Context: an optimization exercise on an open-source flow, tuned for small area. The choices shown serve that exercise and are no tape-out recipe.
Function was checked by simulation only, so behaviour that the tests miss may differ from the original.
No activity file was given, so power comes from the tool's default toggle rates.

==> inputs of exp/harbor <==
==> flow/design.v <==
module idct_quant_ram #(
   parameter int WQ = 8,
   parameter logic [64*6-1:0] ZIGZAG = '0
)
(
   input  logic          clk,
   input  logic          rst,
   input  logic          q_we,
   input  logic [5:0]    q_addr,
   input  logic [WQ-1:0] q_data,
   input  logic [5:0]    rd_pos,
   output logic [WQ-1:0] rd_data
);
   logic [WQ-1:0] mem [64];
   logic [WQ-1:0] wdata;
   logic [63:0]   ld;
   assign wdata = rst ? WQ'(1) : q_data;
   always_comb
      for (int i = 0; i < 64; i++)
         ld[i] = rst || (q_we && q_addr == ZIGZAG[i*6 +: 6]);
   for (genvar i = 0; i < 64; i++) begin : g_ent
      idct_hold_word #(.W(WQ)) u_ent (
         .clk (clk), .ld (ld[i]), .keep (!ld[i]), .d (wdata), .q (mem[i])
      );
   end
   assign rd_data = mem[rd_pos];
endmodule
module idct_hold_word #(
   parameter int W = 8
)
(
   input  logic         clk,
   input  logic         ld,
   input  logic         keep,
   input  logic [W-1:0] d,
   output logic [W-1:0] q
);
   always_ff @(posedge clk)
      q <= ({W{ld}} & d) | ({W{keep}} & q);
endmodule
module idct_dequant_loader #(
   parameter int WIN   = 12,    
   parameter int WCOEF = 12,    
   parameter int WQ    = 8      
)
(
   input  logic                    clk,
   input  logic                    rst,
   input  logic                    s_valid,
   output logic                    s_ready,
   input  logic signed [WCOEF-1:0] s_coef,
   input  logic                    s_last,
   input  logic                    q_we,
   input  logic [5:0]              q_addr,
   input  logic [WQ-1:0]           q_data,
   output logic [64*WIN-1:0]       out_block,
   output logic                    out_valid,
   output logic [15:0]             blk_count
);
   localparam int NCOEF = 64;
   localparam logic [NCOEF*6-1:0] ZIGZAG = {
      6'd63, 6'd62, 6'd55, 6'd47, 6'd54, 6'd61, 6'd60, 6'd53,
      6'd46, 6'd39, 6'd31, 6'd38, 6'd45, 6'd52, 6'd59, 6'd58,
      6'd51, 6'd44, 6'd37, 6'd30, 6'd23, 6'd15, 6'd22, 6'd29,
      6'd36, 6'd43, 6'd50, 6'd57, 6'd56, 6'd49, 6'd42, 6'd35,
      6'd28, 6'd21, 6'd14, 6'd7, 6'd6, 6'd13, 6'd20, 6'd27,
      6'd34, 6'd41, 6'd48, 6'd40, 6'd33, 6'd26, 6'd19, 6'd12,
      6'd5, 6'd4, 6'd11, 6'd18, 6'd25, 6'd32, 6'd24, 6'd17,
      6'd10, 6'd3, 6'd2, 6'd9, 6'd16, 6'd8, 6'd1, 6'd0
   };
   logic [5:0]             k;
   logic                   restart;
   logic                   pend;
   logic [5:0]             pos;
   logic                   accept;
   logic                   blk_end;
   logic [WQ-1:0]          q_val;
   logic [WIN-1:0]         p_lo;
   logic                   ovf;
   logic [WIN-1:0]         sat;
   logic [NCOEF*WIN-1:0]   buffer;    
   assign s_ready = !rst && !q_we;
   assign accept  = s_valid && s_ready;
   assign pos     = restart ? 6'd0 : k;
   assign blk_end = s_last || (pos == 6'd63);
   idct_quant_ram #(.WQ(WQ), .ZIGZAG(ZIGZAG)) u_qram (
      .clk     (clk),
      .rst     (rst),
      .q_we    (q_we),
      .q_addr  (q_addr),
      .q_data  (q_data),
      .rd_pos  (pos),
      .rd_data (q_val)
   );
   logic                   sgn;
   logic [WQ-1:0]          big;       
   logic                   ovf_big;
   assign p_lo = WIN'(s_coef) * WIN'(q_val);
   assign sgn  = s_coef[WCOEF-1];
   always_comb begin
      for (int j = 0; j < WQ; j++) begin
         big[j] = 1'b0;
         for (int i = 0; i < WCOEF-1; i++)
            if (i + 2 >= WIN + 1 - j)
               big[j] = big[j] | (s_coef[i] ^ sgn);
      end
   end
   assign ovf_big = |(big & q_val);
   assign ovf     = ovf_big || ((p_lo[WIN-1] ^ sgn) && (q_val != '0));
   assign sat     = ovf ? {sgn, {(WIN-1){!sgn}}} : p_lo;
   always_ff @(posedge clk) begin
      if (rst) begin
         restart <= 1'b1;
         pend    <= 1'b0;
      end else begin
         pend <= accept && blk_end;
         if (accept) begin
            restart <= blk_end;
            k       <= blk_end ? pos : pos + 6'd1;
         end
      end
   end
   logic [NCOEF-1:0] wr;
   always_comb
      for (int j = 0; j < NCOEF; j++)
         wr[j] = accept && pos == 6'(j);
   for (genvar j = 0; j < NCOEF; j++) begin : g_buf
      idct_hold_word #(.W(WIN)) u_slot (
         .clk (clk), .ld (wr[j]), .keep (!wr[j]), .d (sat),
         .q (buffer[j*WIN +: WIN])
      );
   end
   logic [NCOEF-1:0] pub;
   logic             hold;
   always_comb
      for (int j = 0; j < NCOEF; j++)
         pub[j] = pend && !rst && 6'(j) <= k;
   assign hold = !pend && !rst;
   for (genvar j = 0; j < NCOEF; j++) begin : g_out
      idct_hold_word #(.W(WIN)) u_pos (
         .clk (clk), .ld (pub[j]), .keep (hold), .d (buffer[j*WIN +: WIN]),
         .q (out_block[ZIGZAG[j*6 +: 6]*WIN +: WIN])
      );
   end
   always_ff @(posedge clk) begin
      if (rst) begin
         out_valid <= 1'b0;
         blk_count <= '0;
      end else begin
         out_valid <= pend;
         if (pend)
            blk_count <= blk_count + 16'd1;
      end
   end
endmodule
==> flow/run.sh <==
#!/bin/bash
# synth_recipe.tcl (not shown) runs the flow's synth.tcl, then flattens the netlist and writes it again
# the make line also repeats each setting of config.mk as NAME=value (left out here)
make -C /OpenROAD-flow-scripts/flow DESIGN_CONFIG=/design/flow/config.mk WORK_HOME=/design/flow/orfs CLKGATE_MAP_FILE= SYNTH_SCRIPT=/design/flow/synth_recipe.tcl finish
==> flow/config.mk <==
export PLATFORM = sky130hd
export DESIGN_NAME = idct_dequant_loader
export DESIGN_NICKNAME = idct_dequant_loader
export VERILOG_FILES = /design/flow/design.v
export SDC_FILE = /design/flow/constraint.sdc
export NUM_CORES = 4
export LEC_CHECK = 0
export CAP_MARGIN = 20
export CORE_MARGIN = 2
export CORE_UTILIZATION = 40
export SLEW_MARGIN = 20
export SYNTH_HIERARCHICAL = 1
export SYNTH_MINIMUM_KEEP_SIZE = 0
==> flow/constraint.sdc <==
create_clock -name core_clock -period 10.0 [get_ports {clk}]
set_input_delay 2.0000 -clock core_clock [delete_from_list [all_inputs] [get_ports {clk}]]
set_output_delay 2.0000 -clock core_clock [all_outputs]
set_load 0.01 [all_outputs]
==> inputs of exp/raven, as changes to exp/harbor <==
--- a/flow/design.v
+++ b/flow/design.v
@@ -20,21 +20,6 @@
          ld[i] = rst || (q_we && q_addr == ZIGZAG[i*6 +: 6]);
-   for (genvar i = 0; i < 64; i++) begin : g_ent
-      idct_hold_word #(.W(WQ)) u_ent (
-         .clk (clk), .ld (ld[i]), .keep (!ld[i]), .d (wdata), .q (mem[i])
-      );
-   end
+   always_ff @(posedge clk)
+      for (int i = 0; i < 64; i++)
+         mem[i] <= ({WQ{ld[i]}} & wdata) | ({WQ{!ld[i]}} & mem[i]);
    assign rd_data = mem[rd_pos];
-endmodule
-module idct_hold_word #(
-   parameter int W = 8
-)
-(
-   input  logic         clk,
-   input  logic         ld,
-   input  logic         keep,
-   input  logic [W-1:0] d,
-   output logic [W-1:0] q
-);
-   always_ff @(posedge clk)
-      q <= ({W{ld}} & d) | ({W{keep}} & q);
 endmodule
@@ -126,8 +111,6 @@
          wr[j] = accept && pos == 6'(j);
-   for (genvar j = 0; j < NCOEF; j++) begin : g_buf
-      idct_hold_word #(.W(WIN)) u_slot (
-         .clk (clk), .ld (wr[j]), .keep (!wr[j]), .d (sat),
-         .q (buffer[j*WIN +: WIN])
-      );
-   end
+   always_ff @(posedge clk)
+      for (int j = 0; j < NCOEF; j++)
+         buffer[j*WIN +: WIN] <= ({WIN{wr[j]}} & sat) |
+                                 ({WIN{!wr[j]}} & buffer[j*WIN +: WIN]);
    logic [NCOEF-1:0] pub;
@@ -138,8 +121,7 @@
    assign hold = !pend && !rst;
-   for (genvar j = 0; j < NCOEF; j++) begin : g_out
-      idct_hold_word #(.W(WIN)) u_pos (
-         .clk (clk), .ld (pub[j]), .keep (hold), .d (buffer[j*WIN +: WIN]),
-         .q (out_block[ZIGZAG[j*6 +: 6]*WIN +: WIN])
-      );
-   end
+   always_ff @(posedge clk)
+      for (int j = 0; j < NCOEF; j++)
+         out_block[ZIGZAG[j*6 +: 6]*WIN +: WIN] <=
+            ({WIN{pub[j]}} & buffer[j*WIN +: WIN]) |
+            ({WIN{hold}} & out_block[ZIGZAG[j*6 +: 6]*WIN +: WIN]);
    always_ff @(posedge clk) begin
==> flow/flow/run.sh (new file) <==
#!/bin/bash
# The standard layout (the standard.sh: standard synthesis, floorplan,
# placement, CTS, routing), with two knobs the flow settings do not reach:
# port buffers use the smallest buffer cell, and CTS inserts no dummy loads.
set -euo pipefail
export BUFFER_PORTS_ARGS="-buffer_cell sky130_fd_sc_hd__buf_1"
export CTS_ARGS="-sink_clustering_enable -repair_clock_nets -buf_list ${CTS_BUF_LIST:-sky130_fd_sc_hd__clkbuf_4} -dont_use_dummy_load"
bash standard.sh finish > standard_flow.log 2>&1
==> flow/standard.sh (new file) <==
#!/bin/bash
# synth_recipe.tcl (not shown) runs the flow's synth.tcl, then flattens the netlist and writes it again
# the make line also repeats each setting of config.mk as NAME=value (left out here)
make -C /OpenROAD-flow-scripts/flow DESIGN_CONFIG=/design/flow/config.mk WORK_HOME=/design/flow/orfs CLKGATE_MAP_FILE= SYNTH_SCRIPT=/design/flow/synth_recipe.tcl "${@:-finish}"
- CORE_UTILIZATION: 40 -> 60
- CTS_BUF_LIST: default -> sky130_fd_sc_hd__clkbuf_4
- SYNTH_HIERARCHICAL: 1 -> default
- SYNTH_MINIMUM_KEEP_SIZE: 0 -> default
removed: flow/run.sh
==> inputs of exp/garnet, as changes to exp/harbor <==
--- a/flow/design.v
+++ b/flow/design.v
@@ -20,21 +20,6 @@
          ld[i] = rst || (q_we && q_addr == ZIGZAG[i*6 +: 6]);
-   for (genvar i = 0; i < 64; i++) begin : g_ent
-      idct_hold_word #(.W(WQ)) u_ent (
-         .clk (clk), .ld (ld[i]), .keep (!ld[i]), .d (wdata), .q (mem[i])
-      );
-   end
+   always_ff @(posedge clk)
+      for (int i = 0; i < 64; i++)
+         mem[i] <= ({WQ{ld[i]}} & wdata) | ({WQ{!ld[i]}} & mem[i]);
    assign rd_data = mem[rd_pos];
-endmodule
-module idct_hold_word #(
-   parameter int W = 8
-)
-(
-   input  logic         clk,
-   input  logic         ld,
-   input  logic         keep,
-   input  logic [W-1:0] d,
-   output logic [W-1:0] q
-);
-   always_ff @(posedge clk)
-      q <= ({W{ld}} & d) | ({W{keep}} & q);
 endmodule
@@ -126,8 +111,6 @@
          wr[j] = accept && pos == 6'(j);
-   for (genvar j = 0; j < NCOEF; j++) begin : g_buf
-      idct_hold_word #(.W(WIN)) u_slot (
-         .clk (clk), .ld (wr[j]), .keep (!wr[j]), .d (sat),
-         .q (buffer[j*WIN +: WIN])
-      );
-   end
+   always_ff @(posedge clk)
+      for (int j = 0; j < NCOEF; j++)
+         buffer[j*WIN +: WIN] <= ({WIN{wr[j]}} & sat) |
+                                 ({WIN{!wr[j]}} & buffer[j*WIN +: WIN]);
    logic [NCOEF-1:0] pub;
@@ -138,8 +121,7 @@
    assign hold = !pend && !rst;
-   for (genvar j = 0; j < NCOEF; j++) begin : g_out
-      idct_hold_word #(.W(WIN)) u_pos (
-         .clk (clk), .ld (pub[j]), .keep (hold), .d (buffer[j*WIN +: WIN]),
-         .q (out_block[ZIGZAG[j*6 +: 6]*WIN +: WIN])
-      );
-   end
+   always_ff @(posedge clk)
+      for (int j = 0; j < NCOEF; j++)
+         out_block[ZIGZAG[j*6 +: 6]*WIN +: WIN] <=
+            ({WIN{pub[j]}} & buffer[j*WIN +: WIN]) |
+            ({WIN{hold}} & out_block[ZIGZAG[j*6 +: 6]*WIN +: WIN]);
    always_ff @(posedge clk) begin
- SYNTH_HIERARCHICAL: 1 -> default
- SYNTH_MINIMUM_KEEP_SIZE: 0 -> default
==> comparison table <==
| quantity | exp/garnet | exp/harbor | exp/raven |
|---|---|---|---|
| Post-synthesis area per instance | 15.7 um2 | 12.3 um2 | 15.7 um2 |
| Inverter count of the layout excluding clock inverters | 88 | 189 | 88 |
| Combinational share of power | 16.5% | 18.1% | 18.5% |
| Highest cell delay on the worst timing path | 760 ps | 810 ps | 880 ps |
| Number of cells on the critical path | 28 | 25 | 31 |
| Result of the run | no timing/DRC/antenna violations | no timing/DRC/antenna violations | no timing/DRC/antenna violations |
| Biggest area consumer among synthesized cells | sky130_fd_sc_hd__edfxtp_1 | sky130_fd_sc_hd__dfxtp_1 | sky130_fd_sc_hd__edfxtp_1 |
| Post-synthesis cell count | 4550 | 5929 | 4550 |
| Number of buffers created by CTS | 201 | 205 | 534 |
| Post-route total power | 0.0221 W | 0.0204 W | 0.0197 W |
| Critical path origin | restart | k[0] | k[1] |
| Multi-input gate count | 2084 | 3158 | 2084 |
| Global-route wire length before repair | 353000 um | 419000 um | 339000 um |
| Synth Area in XOR/XNOR | 0.524% | 0.480% | 0.524% |
| Most common cell after layout, fill and taps aside | sky130_fd_sc_hd__edfxtp_1 | sky130_fd_sc_hd__dfxtp_1 | sky130_fd_sc_hd__edfxtp_1 |
| Wire per inst | 32.3 um | 33.2 um | 33.7 um |
| Worst Reg-to-Reg Cells | 28 | 25 | 31 |
| Flip-flop cell with the highest count after synthesis | sky130_fd_sc_hd__edfxtp_1 | sky130_fd_sc_hd__dfxtp_1 | sky130_fd_sc_hd__edfxtp_1 |
| Antenna violations before repair | 6 | 17 | 8 |
| Placement Rows | 155 | 156 | 126 |
| Met2 routing resource usage after global routing | 44.9% | 49.5% | 60.1% |
| Total vias in the final route | 46600 | 56700 | 48900 |

static timing again, ports no longer ideal:
In the flow no input, the clock included, has a driving cell. The finished layouts below were timed again as built, in two steps.
Step 1 sets driving cells, clkbuf_16 on the clock port and buf_2 on the other inputs (assumed; they add their load-dependent delay and slew).
Step 2, shift: input delay + t, output delay - t, t = (earliest + latest rising clock arrival at the registers) / 2. This alone moves slack from input paths to output paths.
Three values: ideal, step 1, step 2; two values: the first two.
| run | t, ns | setup slack, ns | worst setup path after step 2 | worst register clock-pin slew, ns |
|---|---|---|---|---|
| exp/harbor | 0.927 | 0.469 / 0.469 / 0.469 | register to register | 0.07 / 0.07 |
| exp/raven | 1.312 | 0.429 / 0.429 / 0.429 | register to register | 0.07 / 0.07 |
| exp/garnet | 0.921 | 0.456 / 0.457 / 0.457 | register to register | 0.07 / 0.07 |
After both steps setup and hold are still met in every run listed.
